From an optimization exercise on the open Yosys and OpenROAD flow, aimed at small area, a short achievable clock period and few clock cycles per item; shortcuts taken in it are not production practice. Only simulation tests tie the RTL to the original design; equivalence was not proved. Power and IR drop assume default switching activity.

## flow/design.v (module list and top-level ports; edited modules follow where they fit)
// module csa_fa: 10 lines
// module conv_pe_top: 2112 lines
module conv_pe_top (
    input  logic        clk,
    input  logic        rst,
    input  logic        wght_valid_i,
    input  logic [63:0] wght_i,
    output logic        wght_ready_o,
    input  logic        act_valid_i,
    input  logic [63:0] act_i,
    output logic        act_ready_o,
    output logic [23:0] result_o,
    output logic        result_valid_o
);
  // ...
==> flow/flow/run.sh <==
#!/bin/bash
# The standard layout, with two resizer settings changed: cells may be
# swapped for ones of another footprint during repair, and the port buffers
# are plain buffers instead of the smallest-area (delay) buffer.
set -euo pipefail
bash standard.sh MATCH_CELL_FOOTPRINT=0 "BUFFER_PORTS_ARGS=-buffer_cell sky130_fd_sc_hd__buf_2" finish > make.log 2>&1
==> flow/standard.sh <==
#!/bin/bash
# synth_recipe.tcl (not shown) runs the flow's synth.tcl, then flattens the netlist and writes it again
# the make line also repeats each setting of config.mk as NAME=value (left out here)
make -C /OpenROAD-flow-scripts/flow DESIGN_CONFIG=/design/flow/config.mk WORK_HOME=/design/flow/orfs CLKGATE_MAP_FILE= SYNTH_SCRIPT=/design/flow/synth_recipe.tcl "${@:-finish}"
==> flow/config.mk <==
export PLATFORM = sky130hd
export DESIGN_NAME = conv_pe_top
export DESIGN_NICKNAME = conv_pe_top
export VERILOG_FILES = /design/flow/design.v
export SDC_FILE = /design/flow/constraint.sdc
export NUM_CORES = 4
export LEC_CHECK = 0
export CAP_MARGIN = 20
export CORE_MARGIN = 2
export CORE_UTILIZATION = 65
export CTS_CLUSTER_DIAMETER = 140
export CTS_CLUSTER_SIZE = 25
export SETUP_SLACK_MARGIN = 2.95
export SLEW_MARGIN = 20
export SYNTH_HIERARCHICAL = 1
export SYNTH_MINIMUM_KEEP_SIZE = 0
==> flow/constraint.sdc <==
create_clock -name core_clock -period 5.0 [get_ports {clk}]
set_input_delay 1.0000 -clock core_clock [delete_from_list [all_inputs] [get_ports {clk}]]
set_output_delay 1.0000 -clock core_clock [all_outputs]
set_load 0.01 [all_outputs]
==> flow_metrics.py, run 1 <==
metrics = {
    "worst_setup_path": {
        "crit_family": "flip-flops",
        "cp-end-kind": "output pin",
        "critPathLaunchType": "register",
        "cp.required_ns": 4.00,
        "criticalPathCategory": "register to output pin",
        "r2r-end": "r2[35]$_DFF_P_",
        "worstReg2RegStart": "r1[109]$_DFF_P_",
    },
    "final_layout": {
        "largest_class": "sequential cells",
        "fillers": 3981,
        "n_all_buffers": 157,
        "final_area_um2": 41600,
        "nMultiInputCombCells": 1368,
        "final_common_cell": "dfxtp_1",
        "seq_share_pct": 55.2,
    },
    "hold_path": {
        "worstHoldStart": "wring[7][18]$_DFF_P_",
        "min_path_type": "register to register",
        "hold_end": "wring[6][18]$_DFF_P_",
    },
    "synthesis": {
        "synth_cell_types": 50,
        "synth_top_family_by_area": "adder cells",
        "synth_edf_count": 0,
    },
    "power_and_ir_drop": {
        "power_mw": 25.2,
        "power-top-group": "registers",
        "sequentialPower_mw": 13.1,
    },
    "global_routing": {
        "grtUsageMet3_pct": 4.61,
        "grt_antenna_before_repair": 5,
        "grt_overflow": 0,
        "busiest_layer": "met2",
    },
    "floorplan": {
        "initial_utilization_pct": 65.8,
        "fp.dieH_um": 249,
    },
    "timing": {
        "totalNegativeSetupSlack_ns": 0,
        "grt_setup_unrepaired": "true",
        "maxSlewViolCount": 0,
        "setup_viol": 0,
    },
    "status": {
        "status": "no timing/DRC/antenna violations",
    },
    "placed_design": {
        "gp_congestion": 0.936,
        "dp_hpwl_um": 62600,
        "placed_cells": 3524,
    },
    "route": {
        "dr.max_layer_used": "met4",
    },
    "cts": {
        "clock_latency_ns": 0.65,
    },
}
Testbench counts, summed over its fixed seeds: cycles 8,892, windows 900.
==> run 2, diff against run 1 <==
--- a/flow/config.mk
+++ b/flow/config.mk
@@ -7,2 +7,3 @@
 export LEC_CHECK = 0
+export ABC_AREA = 1
 export CAP_MARGIN = 20
@@ -12,3 +13,3 @@
 export CTS_CLUSTER_SIZE = 25
-export SETUP_SLACK_MARGIN = 2.95
+export SETUP_SLACK_MARGIN = 3.05
 export SLEW_MARGIN = 20
==> run 2 against run 1 <==
  * Still clean on timing, DRC and antenna
  * Clock power up 1%
  * Register-to-register slack improved by 0.02 ns
  * Non-clock buffer count is 5 higher
  * Area after synthesis rose by 0.85%
  * Die area increased by 0.83%
  * Power increased by 0.13%
  * Fmax increased by 0.57%
  * Global-route usage increased by 0.72 points
  * Hold slack is essentially flat
  * Largest cell class unchanged
==> flow_metrics.py, run 2 <==
metrics = {
    "power_and_ir_drop": {
        "internal_power_mw": 17.0,
        "swShare_pct": 32.6,
        "pwr-share-comb_pct": 29.9,
        "p_switching_mw": 8.22,
        "p_leak_nw": 17.8,
        "power_density_nw_per_um2": 599,
        "pwr-share-clk_pct": 18.1,
        "power_frac_seq_pct": 52.1,
        "vdd_drop_max_v": 0.000431,
    },
    "synthesis": {
        "ys_top_cells_by_area": "dfxtp_1, fa_1, nand2_1",
        "ys_warn_count": 8,
        "synth_cell_types": 30,
        "synth_top_flop_cell": "dfxtp_1",
        "yosysMostFrequentCell": "dfxtp_1",
        "synth-seq-area-share_pct": 58.4,
        "synth_edf_count": 0,
        "synthCells": 2963,
        "netlist.area_leader.share_pct": 58.4,
        "synthArstFlopShare_pct": 0,
        "yosys.area.top_type": "dfxtp_1",
        "synth_seq_cells": 1143,
        "synth_area_per_cell_um2": 13.2,
        "yosys-top-cells-count": "dfxtp_1, nand2_1, fa_1, inv_1, clkbuf_1",
        "synth_area_um2": 39200,
    },
    "final_layout": {
        "mostFrequentLayoutCells": "dfxtp_1, nand2_1, fa_1",
        "reg.largest.list": "wring (576), r1 (236), r2 (84)",
        "top_register": "wring",
        "final_common_cell": "dfxtp_1",
        "area_growth_pct": 7.39,
        "largest_reg_flops": 576,
        "final_layout_size_suffix_gt1_share_pct": 15.7,
        "fin_nets": 3716,
        "final_area_um2": 42100,
    },
    "worst_setup_path": {
        "criticalPathCategory": "register to output pin",
        "arrival_ns": 1.11,
        "critPathLaunchType": "register",
        "path_cells": "buf_2",
        "crit_family": "flip-flops",
        "crit_fanout": 3,
        "cp_num_buf_inv": 1,
        "cp-end-kind": "output pin",
        "cp_slowest_cell": "dfxtp_2",
        "cp.required_ns": 4.00,
        "slowest_delay_ns": 0.34,
    },
    "placed_design": {
        "gp_congestion": 0.915,
        "dp_hpwl_um": 64500,
        "place_area_um2": 40400,
        "io_buffers": 156,
    },
    "floorplan": {
        "io_pins": 159,
        "dieArea_um2": 62300,
        "rows": 90,
        "initial_utilization_pct": 65.3,
        "fp.dieH_um": 250,
        "die_w_um": 250,
        "core_um2": 60000,
    },
    "timing": {
        "maxSlewViolCount": 0,
        "min_period_ns": 2.11,
        "setup_viol": 0,
        "grt_setup_unrepaired": "true",
        "finalHoldViolations": 0,
        "fmax_mhz": 474,
        "totalNegativeSetupSlack_ns": 0,
        "fin_skew_ns": 0.0400,
        "fin_crit_sh_pct": 42.2,
    },
    "route": {
        "via_per_inst": 5.17,
        "wl_per_cell_um": 21.2,
        "wirelength_um": 81000,
        "drtIter0Drc": 1203,
        "first_pass_iters": 5,
        "drc_errors": 0,
        "ant_nets": 0,
        "num_vias": 19700,
    },
    "global_routing": {
        "grt_pass1_vias": 21800,
        "grt_max_degree": 39,
        "grt_antenna_before_repair": 6,
        "grt_overflow": 0,
        "grt_pass1_wl_um": 125000,
        "track_usage_pct": 27.1,
    },
    "cts": {
        "root_buffer": "clkbuf_16",
        "cts_tree": "done",
        "cts_sinks": 1143,
        "htreeDepth": 2,
        "clock_latency_ns": 0.66,
        "clockBufferDepth": 3,
        "clk_pin_slew_ns": 0.09,
        "cts-buffers-inserted": 51,
    },
    "run": {
        "maxCapViolations": 0,
    },
    "hold_path": {
        "min_path_type": "register to register",
    },
    "status": {
        "status": "no timing/DRC/antenna violations",
    },
}
[run 2: cell families after synthesis]
group / after synthesis / share of synthesized area (%)
simple gates: 782 / 7.84
compound gates: 21 / 0.294
xor+xnor: 15 / 0.335
buf+inv: 387 / 3.86
flops: 1143 / 58.4
other cells: 2 / 0.0192
fa+ha+maj: 549 / 27.4
mux: 64 / 1.84
[run 2: routing by layer]
layer / global-route usage (%) / up-vias / wire (µm)
li1: - / 8845 / -
met1: 35.6 / 10000 / 33400
met2: 46.4 / 684 / 39500
met3: 4.62 / 202 / 5400
met4: 8.54 / 0 / 2690
met5: 0 / - / 0
[run 2: area by class of cell]
class / count / area, µm²
clock inverters: 4 / 85.1
diodes: 1 / 2.50
fillers: 4149 / 17900
repair buffers: 162 / 848
well taps: 782 / 978
clock buffers: 51 / 1280
inverters: 241 / 910
flip-flops and latches: 1143 / 23100
multi-input cells: 1436 / 14900
[run 2: stage by stage]
stage          std cells  hold slack [ns]  setup WS (ns)  utilization [%]  power, mW
6_report            3820            0.319           2.89             70.1       25.2
5_1_grt             3820            0.325           2.85             70.1       27.1
4_1_cts             3816            0.324           2.86             69.8       25.4
3_5_place_dp        3760            0.312           2.30             67.3       20.8
3_3_place_gp        3760            0.310           2.32             67.3       20.3
2_1_floorplan       2966            0.310           3.00                -       17.6
[run 2: power groups by stage]
| stage | clock, mW | combinational [mW] | sequential, mW |
|---|---|---|---|
| 2_1_floorplan | 0 | 5.07 | 12.6 |
| 3_3_place_gp | 0 | 7.11 | 13.2 |
| 3_5_place_dp | 0 | 7.48 | 13.3 |
| 4_1_cts | 4.66 | 7.57 | 13.1 |
| 5_1_grt | 4.97 | 8.74 | 13.3 |
| 6_report | 4.55 | 7.53 | 13.1 |
[run 2: path summary, 6_finish.rpt]
path	startpoint	end	slack, ns	depth (start not counted)
worst max register to register	r1[161]$_DFF_P_	r2[52]$_DFF_P_	2.96	3
worst min register to register	wring[2][58]$_DFF_P_	wring[1][58]$_DFF_P_	0.32	0
worst max-delay path	rdy_o_q$_SDFFE_PP1N_	wght_ready_o	2.89	1
worst min-delay path	wring[2][58]$_DFF_P_	wring[1][58]$_DFF_P_	0.32	0
[run 2: modules after synthesis (local to each module, per instance)]
module | area (µm²) | flops+latches | times used
conv_pe_top | 28900 | 1143 | 1
csa_fa | 20.0 | 0 | 514
[run 2: repair_timing]
item | CTS | global route
buffers inserted | 1 | 3
endpoints found under the hold margin | 0 | 0
pin swaps | 10 | 18
setup endpoints to repair | 201 | 119
gates resized for setup | 121 | 70
hold buffers | 0 | 0
==> run 3, diff against run 2 <==
--- a/flow/config.mk
+++ b/flow/config.mk
@@ -7,3 +7,2 @@
 export LEC_CHECK = 0
-export ABC_AREA = 1
 export CAP_MARGIN = 20
==> run 3 against run 2 <==
  * Still clean
  * Clock power is 0.9% lower
  * Via count is 4.0% lower
  * Synthesized cell count is 7.8% lower
  * Wire length is 1.7% lower
  * Sequential share of layout area is 0.33 points higher
  * Fmax is 0.68% higher
  * Register-to-register slack better by 0.03 ns
==> flow_metrics.py, run 3 <==
metrics = {
    "status": {
        "status": "no timing/DRC/antenna violations",
    },
    "final_layout": {
        "final_common_cell": "dfxtp_1",
        "antenna_cells": 0,
        "final_layout_size_suffix_gt1_share_pct": 18.0,
        "top_register": "wring",
        "fillers": 3965,
        "largest_reg_flops": 576,
        "area_growth_pct": 7.49,
        "fin_nets": 3487,
        "mostFrequentLayoutCells": "dfxtp_1, fa_1, nand2_1",
        "final_area_um2": 41800,
        "reg.largest.list": "wring (576), r1 (236), r2 (84)",
    },
    "worst_setup_path": {
        "cp.required_ns": 4.00,
        "crit_family": "flip-flops",
        "cp-end-kind": "output pin",
        "cp_slowest_cell": "dfxtp_2",
        "cp_num_buf_inv": 1,
        "crit_fanout": 3,
        "criticalPathCategory": "register to output pin",
        "arrival_ns": 1.10,
        "critPathLaunchType": "register",
        "slowest_delay_ns": 0.34,
        "path_cells": "buf_2",
    },
    "floorplan": {
        "core_um2": 59000,
        "io_pins": 159,
        "die_w_um": 249,
        "fp.dieH_um": 249,
        "rows": 89,
        "initial_utilization_pct": 65.8,
        "dieArea_um2": 61800,
    },
    "route": {
        "drc_errors": 0,
        "wirelength_um": 79600,
        "num_vias": 19000,
        "wl_per_cell_um": 22.2,
        "via_per_inst": 5.29,
        "ant_nets": 0,
        "drtIter0Drc": 1312,
        "first_pass_iters": 9,
    },
    "synthesis": {
        "ys_top_cells_by_area": "dfxtp_1, fa_1, nand2_1",
        "synth-seq-area-share_pct": 58.9,
        "synth_area_um2": 38900,
        "yosysMostFrequentCell": "dfxtp_1",
        "synthArstFlopShare_pct": 0,
        "synth_area_per_cell_um2": 14.2,
        "synth_edf_count": 0,
        "synth_cell_types": 50,
        "netlist.area_leader.share_pct": 58.9,
        "synthCells": 2731,
        "synth_seq_cells": 1143,
        "yosys-top-cells-count": "dfxtp_1, fa_1, nand2_1, clkbuf_1, inv_1",
        "yosys.area.top_type": "dfxtp_1",
        "synth_top_flop_cell": "dfxtp_1",
        "ys_warn_count": 8,
    },
    "cts": {
        "cts_sinks": 1143,
        "root_buffer": "clkbuf_16",
        "clk_pin_slew_ns": 0.11,
        "clockBufferDepth": 3,
        "ctsHoldBuffers": 0,
        "cts_tree": "done",
        "htreeDepth": 2,
        "cts-buffers-inserted": 51,
        "clock_latency_ns": 0.64,
    },
    "global_routing": {
        "grt_pass1_vias": 20700,
        "grt_pass1_wl_um": 122000,
        "grt_max_degree": 65,
        "grt_antenna_before_repair": 2,
        "grt_overflow": 0,
        "track_usage_pct": 26.6,
    },
    "timing": {
        "fin_crit_sh_pct": 42.0,
        "finalHoldViolations": 0,
        "min_period_ns": 2.10,
        "maxSlewViolCount": 0,
        "fin_skew_ns": 0.0285,
        "fmax_mhz": 477,
        "totalNegativeSetupSlack_ns": 0,
        "relSlewSlack_pct": 30.4,
        "worstMarginPinSlew_ns": 1.04,
        "setup_viol": 0,
        "grt_setup_unrepaired": "true",
    },
    "power_and_ir_drop": {
        "power_density_nw_per_um2": 607,
        "vdd_drop_max_v": 0.000438,
        "p_leak_nw": 16.7,
    },
    "hold_path": {
        "min_path_type": "register to register",
    },
    "placed_design": {
        "place_area_um2": 40100,
        "dp_hpwl_um": 63200,
        "io_buffers": 156,
        "gp_congestion": 0.914,
    },
    "run": {
        "maxCapViolations": 0,
    },
}
[run 3: power breakdown]
| group | internal (mW) | switching, mW | leakage (nW) |
|---|---|---|---|
| Combinational | 3.72 | 4.00 | 6.42 |
| Clock | 1.84 | 2.66 | 0.647 |
| Sequential | 11.6 | 1.49 | 9.61 |
| Total | 17.2 | 8.15 | 16.7 |
[run 3: routing by layer]
metal	vias up	wire (µm)	GRT usage (%)
li1	8335	-	-
met1	9710	33500	36.6
met2	708	37800	43.5
met3	195	5490	4.85
met4	2	2860	8.31
met5	-	13	0
[run 3: stage by stage]
step	util [%]	instances	worst slack (ns)	power [mW]	hold slack [ns]
after floorplan	-	2734	3.07	17.6	0.310
after global placement	67.9	3524	2.53	20.4	0.309
after detailed placement	67.9	3524	2.51	20.9	0.312
after CTS	70.5	3579	2.87	25.4	0.326
after global routing	70.8	3580	2.87	27.2	0.332
final	70.8	3580	2.90	25.4	0.318
[run 3: Yosys stat by module, one instance, submodules excluded]
module       times used  area (µm²)  flip-flops and latches  cells inside
csa_fa              514        20.0                       0             1
conv_pe_top           1       28600                    1143          2217
[run 3: worst paths after layout]
kind | from | endpoint | slack [ns] | cells past startpoint
worst min register to register | wring[5][17]$_DFF_P_ | wring[4][17]$_DFF_P_ | 0.32 | 0
worst max-delay path | rdy_o_q$_SDFFE_PP1N_ | act_ready_o | 2.90 | 1
worst max register to register | r1[23]$_DFF_P_ | r2[5]$_DFF_P_ | 2.99 | 3
worst min-delay path | wring[5][17]$_DFF_P_ | wring[4][17]$_DFF_P_ | 0.32 | 0
[run 3: cell families (layout without fill, tap and decap cells)]
group,after synthesis,after routing,synth area share [%]
other,2,5,0.0193
and+or+nand+nor,678,678,7.87
buffers and inverters,223,296,2.22
DFF,1143,1143,58.9
adders and majority gates,549,549,27.6
AOI/OAI and AO/OA,41,41,0.773
xor gates and xnor gates,30,30,0.696
muxes,65,65,1.88
[run 3: layout make-up]
| type | count | area [µm²] | area share (%) |
|---|---|---|---|
| Sequential cell | 1143 | 23000 | 55.2 |
| Multi-Input combinational cell | 1368 | 15300 | 36.6 |
| Tap cell | 773 | 967 | 2.32 |
| Clock buffer | 51 | 1280 | 3.06 |
| Clock inverter | 3 | 37.5 | 0.0899 |
| Timing Repair Buffer | 159 | 835 | 2.00 |
| Inverter | 83 | 312 | 0.746 |
[run 3: repair_timing]
action                     in CTS  in global routing
pin swaps                      17                 11
setup buffers                   1                  1
gates resized for setup       104                 80
gates cloned                    0                  0
setup endpoints to repair     176                119
hold endpoints to repair        0                  0
==> run 4, diff against run 3 <==
--- a/flow/config.mk
+++ b/flow/config.mk
@@ -9,3 +9,3 @@
 export CORE_MARGIN = 2
-export CORE_UTILIZATION = 65
+export CORE_UTILIZATION = 70
 export CTS_CLUSTER_DIAMETER = 140
==> run 4 against run 3 <==
  * Sequential share of layout area shrank 0.11 points
  * Via count grew 0.61%
  * Combinational power grew 0.8%
  * Cell count shrank 0.64%
  * Critical endpoint unchanged
  * Non-clock buffer count grew 2
  * Critical path type unchanged
  * Utilization grew 5.4 points
  * Register-to-register slack lost 0.04 ns
==> flow_metrics.py, run 4 <==
metrics = {
    "status": {
        "status": "no timing/DRC/antenna violations",
    },
    "worst_setup_path": {
        "path_cells": "buf_6",
        "cp_slowest_cell": "dfxtp_2",
        "arrival_ns": 1.09,
        "r2r_cells": 3,
        "startpoint": "rdy_o_q$_SDFFE_PP1N_",
        "slowest_delay_ns": 0.36,
        "worstReg2RegStart": "r1[109]$_DFF_P_",
        "cp_num_buf_inv": 1,
        "crit_family": "flip-flops",
        "critPathLaunchType": "register",
        "crit_fanout": 3,
        "crit_cells": 1,
        "cp.required_ns": 4.00,
        "cp-end-kind": "output pin",
        "criticalPathCategory": "register to output pin",
    },
    "timing": {
        "worstMarginPinSlew_ns": 0.571,
        "fin_crit_sh_pct": 41.8,
        "finalHoldViolations": 0,
        "min_period_ns": 2.09,
        "grt_setup_unrepaired": "true",
        "relSlewSlack_pct": 61.9,
        "maxSlewViolCount": 0,
        "fin_skew_ns": 0.0449,
        "totalNegativeSetupSlack_ns": 0,
        "setup_viol": 0,
        "fmax_mhz": 478,
    },
    "final_layout": {
        "fillers": 3368,
        "antenna_cells": 0,
        "top_register": "wring",
        "mostFrequentLayoutCells": "dfxtp_1, nand2_1, fa_1",
        "stdcell_count": 3557,
        "final_layout_size_suffix_gt1_share_pct": 19.2,
        "final_area_um2": 41900,
        "fin_nets": 3489,
        "area_growth_pct": 7.85,
        "largest_reg_flops": 576,
        "reg.largest.list": "wring (576), r1 (236), r2 (84)",
        "final_common_cell": "dfxtp_1",
        "fin_util_pct": 76.2,
    },
    "synthesis": {
        "synth_top_family_by_area": "adder cells",
        "ys_top_cells_by_area": "dfxtp_1, fa_1, nand2_1",
        "yosysMostFrequentCell": "dfxtp_1",
        "synth_area_per_cell_um2": 14.2,
        "yosys-top-cells-count": "dfxtp_1, fa_1, nand2_1, clkbuf_1, inv_1",
        "synth-simple-area-share_pct": 7.87,
        "synth_top_flop_cell": "dfxtp_1",
        "synth_area_um2": 38900,
        "synthAdderAreaFrac_pct": 27.6,
        "synthArstFlopShare_pct": 0,
        "synth_cell_types": 50,
        "synth_seq_cells": 1143,
        "synth_mux_area_share_pct": 1.88,
        "synth-compound-area-share_pct": 0.773,
        "synth_edf_count": 0,
        "synth-seq-area-share_pct": 58.9,
        "netlist.area_leader.share_pct": 58.9,
        "synth-xor-area-share_pct": 0.696,
        "synthCells": 2731,
        "ys_warn_count": 8,
        "yosys.area.top_type": "dfxtp_1",
    },
    "power_and_ir_drop": {
        "pwr-share-clk_pct": 17.9,
        "power_frac_seq_pct": 51.7,
        "vdd_drop_max_v": 0.000436,
        "power_mw": 25.5,
        "p_leak_nw": 16.7,
        "pwr-share-comb_pct": 30.5,
        "p_switching_mw": 8.17,
        "internal_power_mw": 17.3,
        "swShare_pct": 32.1,
        "power_density_nw_per_um2": 608,
    },
    "global_routing": {
        "grt_max_degree": 42,
        "track_usage_pct": 29.6,
        "grt_overflow": 0,
        "grt_pass1_vias": 21300,
        "grt_pass1_wl_um": 124000,
        "grt_antenna_before_repair": 0,
    },
    "route": {
        "drtIter0Drc": 1415,
        "first_pass_iters": 5,
        "wirelength_um": 80600,
        "via_per_inst": 5.36,
        "drc_errors": 0,
        "wl_per_cell_um": 22.7,
        "ant_nets": 0,
        "num_vias": 19100,
    },
    "placed_design": {
        "io_buffers": 156,
        "place_area_um2": 40000,
        "placed_cells": 3499,
        "dp_hpwl_um": 62100,
        "gp_congestion": 0.929,
    },
    "cts": {
        "htreeDepth": 2,
        "cts-buffers-inserted": 51,
        "clockBufferDepth": 3,
        "root_buffer": "clkbuf_16",
        "clock_latency_ns": 0.65,
        "cts_sinks": 1143,
        "cts_tree": "done",
        "clk_pin_slew_ns": 0.10,
    },
    "hold_path": {
        "whs_path_depth": 0,
        "min_path_type": "register to register",
        "worstHoldStart": "wring[4][3]$_DFF_P_",
    },
    "floorplan": {
        "rows": 86,
        "io_pins": 159,
        "die_w_um": 240,
        "initial_utilization_pct": 70.7,
        "fp.dieH_um": 240,
        "core_um2": 55000,
        "dieArea_um2": 57400,
    },
    "run": {
        "maxCapViolations": 0,
    },
}
==> run 4: cell counts after synthesis <==
Identical to the previous run, type by type.
==> run 4: power by group through the flow <==
stage | sequential [mW] | combinational, mW | clock, mW
finish | 13.2 | 7.77 | 4.55
detailed placement | 13.3 | 7.52 | 0
global placement | 13.2 | 7.14 | 0
CTS | 13.1 | 7.69 | 4.61
global route | 13.4 | 8.96 | 4.94
floorplan | 12.6 | 5.03 | 0
==> run 4: area by class of cell <==
| cell class | count | area, µm² | area share (%) |
|---|---|---|---|
| inverter | 83 | 312 | 0.743 |
| timing repair buffer | 161 | 930 | 2.22 |
| clock buffer | 52 | 1300 | 3.11 |
| clock inverter | 2 | 38.8 | 0.0926 |
| multi-input combinational | 1368 | 15300 | 36.6 |
| sequential | 1143 | 23100 | 55.1 |
| tap | 748 | 936 | 2.23 |
==> run 4: logic make-up (layout without fill, tap and decap cells) <==
logic type / count (synthesis) / count (layout)
flops: 1143 / 1143
simple gates: 678 / 678
fa+ha+maj: 549 / 549
buf+inv: 223 / 298
mux: 65 / 65
compound gates: 41 / 41
xor+xnor: 30 / 30
other cells: 2 / 5
==> run 4: stage by stage <==
stage | worst slack, ns | hold slack [ns]
detailed placement | 2.05 | 0.312
floorplan | 3.07 | 0.310
global route | 2.88 | 0.333
global placement | 2.11 | 0.310
CTS | 2.88 | 0.325
finish | 2.91 | 0.326
==> run 4: layer usage <==
metal	share of wire (%)	vias to the layer above	track usage, %
li1	-	8340	-
met1	41	9702	38.6
met2	48	787	49.0
met3	7.4	237	7.24
met4	3.7	0	10.2
met5	0	-	0
==> run 4: worst paths after layout <==
kind / end / slack (ns)
hold / removal: wring[3][3]$_DFF_P_ / 0.33
setup reg to reg: r2[35]$_DFF_P_ / 2.95
hold reg to reg: wring[3][3]$_DFF_P_ / 0.33
setup / recovery: act_ready_o / 2.91
==> run 4: timing repair <==
item,4_1_cts,5_1_grt
endpoints found under the setup margin,225,155
setup buffers,1,3
pin swaps,24,18
resized for setup,123,105
hold buffers,0,0
==> run 4: per-module statistics from Yosys (local to each module, per instance) <==
module       flops+latches  area (µm²)
conv_pe_top           1143       28600
csa_fa                   0        20.0
==> run 5, diff against run 4 <==
==> flow/run.sh (new file) <==
#!/bin/bash
# synth_recipe.tcl (not shown) runs the flow's synth.tcl, then flattens the netlist and writes it again
# the make line also repeats each setting of config.mk as NAME=value (left out here)
make -C /OpenROAD-flow-scripts/flow DESIGN_CONFIG=/design/flow/config.mk WORK_HOME=/design/flow/orfs CLKGATE_MAP_FILE= SYNTH_SCRIPT=/design/flow/synth_recipe.tcl finish
--- a/flow/config.mk
+++ b/flow/config.mk
@@ -9,3 +9,3 @@
 export CORE_MARGIN = 2
-export CORE_UTILIZATION = 70
+export CORE_UTILIZATION = 65
 export CTS_CLUSTER_DIAMETER = 140
removed: flow/flow/run.sh
removed: flow/standard.sh
==> run 5 against run 4 <==
  * Clock-buffer cell count did not move
  * Global-route usage fell by 3.0 points
  * Register-to-register slack improved by 0.03 ns
  * Setup slack got worse by 0.0095 ns
  * Clock skew fell by 0.012 ns
  * Die area rose by 7.6%
  * Clock power fell by 0.9%
  * Cell count rose by 0.67%
  * Sequential cell count did not move
  * Critical path depth did not move
  * Critical path type unchanged
==> flow_metrics.py, run 5 <==
metrics = {
    "synthesis": {
        "yosys.area.top_type": "dfxtp_1",
        "synth_top_family_by_area": "adder cells",
        "synth_cell_types": 50,
        "synthCells": 2731,
        "yosys-top-cells-count": "dfxtp_1, fa_1, nand2_1, clkbuf_1, inv_1",
        "synth-xor-area-share_pct": 0.696,
        "synth_mux_area_share_pct": 1.88,
        "synthAdderAreaFrac_pct": 27.6,
        "synth-seq-area-share_pct": 58.9,
        "synth-compound-area-share_pct": 0.773,
        "synth_seq_cells": 1143,
        "synth_area_per_cell_um2": 14.2,
        "ys_top_cells_by_area": "dfxtp_1, fa_1, nand2_1",
        "synth-simple-area-share_pct": 7.87,
        "synth_area_um2": 38900,
        "yosysMostFrequentCell": "dfxtp_1",
        "ys_warn_count": 8,
        "synthArstFlopShare_pct": 0,
        "synth_top_flop_cell": "dfxtp_1",
        "netlist.area_leader.share_pct": 58.9,
        "synth_edf_count": 0,
    },
    "timing": {
        "finalHoldViolations": 0,
        "relSlewSlack_pct": 59.0,
        "grt_setup_unrepaired": "true",
        "fin_skew_ns": 0.0326,
        "totalNegativeSetupSlack_ns": 0,
        "worstMarginPinSlew_ns": 0.615,
        "fmax_mhz": 476,
        "min_period_ns": 2.10,
        "maxSlewViolCount": 0,
        "setup_viol": 0,
        "setup_slack_ns": 2.90,
        "fin_crit_sh_pct": 42.0,
    },
    "worst_setup_path": {
        "crit_fanout": 3,
        "criticalPathCategory": "register to output pin",
        "critPathLaunchType": "register",
        "cp_num_buf_inv": 1,
        "slowest_delay_ns": 0.37,
        "cp-end-kind": "output pin",
        "path_cells": "buf_6",
        "arrival_ns": 1.10,
        "cp_slowest_cell": "dfxtp_2",
        "r2r_setup_slack_ns": 2.98,
        "worstReg2RegStart": "r1[7]$_DFF_P_",
        "startpoint": "rdy_o_q$_SDFFE_PP1N_",
        "cp.required_ns": 4.00,
        "crit_family": "flip-flops",
    },
    "placed_design": {
        "dp_hpwl_um": 63100,
        "placed_cells": 3523,
        "pre_cts_ws_ns": 2.11,
        "gp_congestion": 0.927,
        "place_area_um2": 40900,
        "io_buffers": 156,
    },
    "global_routing": {
        "grt_max_degree": 65,
        "track_usage_pct": 26.6,
        "grt_antenna_before_repair": 6,
        "grt_overflow": 0,
        "grt_pass1_vias": 21000,
        "grt_pass1_wl_um": 123000,
    },
    "cts": {
        "cts_tree": "done",
        "root_buffer": "clkbuf_16",
        "clk_pin_slew_ns": 0.09,
        "cts-buffers-inserted": 51,
        "htreeDepth": 2,
        "clock_latency_ns": 0.63,
        "cts_sinks": 1143,
        "ctsHoldBuffers": 0,
        "clockBufferDepth": 3,
    },
    "floorplan": {
        "core_um2": 59000,
        "rows": 89,
        "dieArea_um2": 61800,
        "io_pins": 159,
        "fp.dieH_um": 249,
        "initial_utilization_pct": 65.8,
        "die_w_um": 249,
    },
    "final_layout": {
        "final_layout_size_suffix_gt1_share_pct": 14.2,
        "mostFrequentLayoutCells": "dfxtp_1, fa_1, nand2_1",
        "largest_reg_flops": 576,
        "final_common_cell": "dfxtp_1",
        "area_growth_pct": 9.45,
        "fin_nets": 3488,
        "antenna_cells": 0,
        "final_area_um2": 42500,
        "stdcell_count": 3581,
        "reg.largest.list": "wring (576), r1 (236), r2 (84)",
        "top_register": "wring",
    },
    "route": {
        "drc_errors": 0,
        "via_per_inst": 5.27,
        "ant_nets": 0,
        "wirelength_um": 80900,
        "drtIter0Drc": 1124,
        "first_pass_iters": 6,
        "num_vias": 18900,
        "wl_per_cell_um": 22.6,
    },
    "hold_path": {
        "min_path_type": "register to register",
        "worstHoldStart": "wring[2][43]$_DFF_P_",
    },
    "run": {
        "maxCapViolations": 0,
    },
    "status": {
        "status": "no timing/DRC/antenna violations",
    },
    "power_and_ir_drop": {
        "power_density_nw_per_um2": 597,
        "vdd_drop_max_v": 0.000433,
        "p_leak_nw": 16.7,
    },
}
run 5: changes by cell type in the layout (fill, tap and decap cells not counted), sizes merged:
cell / change
buf: -133
clkdlybuf4s50: +130
nand2: +1
dlymetal6s2s: +1
run 5: final cells by class:
type	count	area, µm²
sequential	1143	23100
fill	3863	16500
multi-input combinational	1369	15300
timing repair buffer	159	1530
clock buffer	52	1300
tap	773	967
inverter	83	312
clock inverter	2	38.8
run 5: metrics by stage:
step	power, mW	util (%)	hold slack (ns)
floorplan	17.6	-	0.310
global placement	20.5	69.2	0.310
detailed placement	20.9	69.2	0.312
CTS	25.4	71.7	0.326
global route	27.2	72.1	0.326
finish	25.4	72.1	0.322
run 5: cell families (layout without fill, tap and decap cells):
family	count (synthesis)	in the layout
muxes	65	65
DFF	1143	1143
buffers and inverters	223	296
AOI/OAI and AO/OA	41	41
and+or+nand+nor	678	679
other	2	5
xor gates and xnor gates	30	30
adders and majority gates	549	549
run 5: final timing paths:
| check | cells after the start | to |
|---|---|---|
| setup / recovery | 1 | act_ready_o |
| hold / removal | 0 | wring[1][43]$_DFF_P_ |
| setup reg to reg | 3 | r2[5]$_DFF_P_ |
| hold reg to reg | 0 | wring[1][43]$_DFF_P_ |
run 5: what timing repair did:
action                                  4_1_cts  5_1_grt
gates cloned                                  0        1
resized for setup                           220       93
endpoints found under the setup margin      248      179
pin swaps                                    17       24
buffers inserted                              1        2
run 5: layer usage:
layer  wire [µm]  GRT usage [%]  share of wire, %
met3        5720           5.43               7.1
met1       33200           35.1                41
met2       39200           44.5                48
met4        2740           8.81               3.4
met5           0              0                 0
run 5: power breakdown:
part	total (mW)	internal (mW)	leakage [nW]	switching [mW]
clock network	4.51	1.87	0.657	2.64
logic	7.73	3.76	6.46	3.96
registers	13.1	11.7	9.61	1.49
total	25.4	17.3	16.7	8.09
run 5: per-module statistics from Yosys, one instance, submodules excluded:
| module | cells | cell area, µm² | flops+latches | copies in the design |
|---|---|---|---|---|
| conv_pe_top | 2217 | 28600 | 1143 | 1 |
| csa_fa | 1 | 20.0 | 0 | 514 |

[port drivers added, routing unchanged]
Ports are ideal in the flow. The routed layouts listed here were re-timed in OpenROAD. Step 1 sets driving cells, clkbuf_16 on the clock port and buf_2 on the other inputs (assumed; they add their load-dependent delay and slew). Step 2 also shifts input and output timing later by t, the mid clock arrival at the registers, as if the neighbouring blocks saw the same clock. Three values: no drivers, after step 1, after step 2; two values: the first two.
run	t (ns)	setup WS [ns]	worst setup path at the end	worst register clock-pin slew, ns
run 1	0.700	2.876 / 2.810 / 2.481	input to register	0.10 / 0.10
run 2	0.704	2.888 / 2.825 / 2.434	input to register	0.11 / 0.11
run 3	0.690	2.902 / 2.841 / 2.523	input to register	0.11 / 0.11
run 4	0.692	2.910 / 2.844 / 2.528	input to register	0.11 / 0.11
run 5	0.682	2.900 / 2.835 / 2.576	input to register	0.11 / 0.11
After both steps setup and hold are still met in every run listed. The setup slack of run 2, which loses most, moves by -0.063 ns with the drivers and by -0.454 ns with both steps.
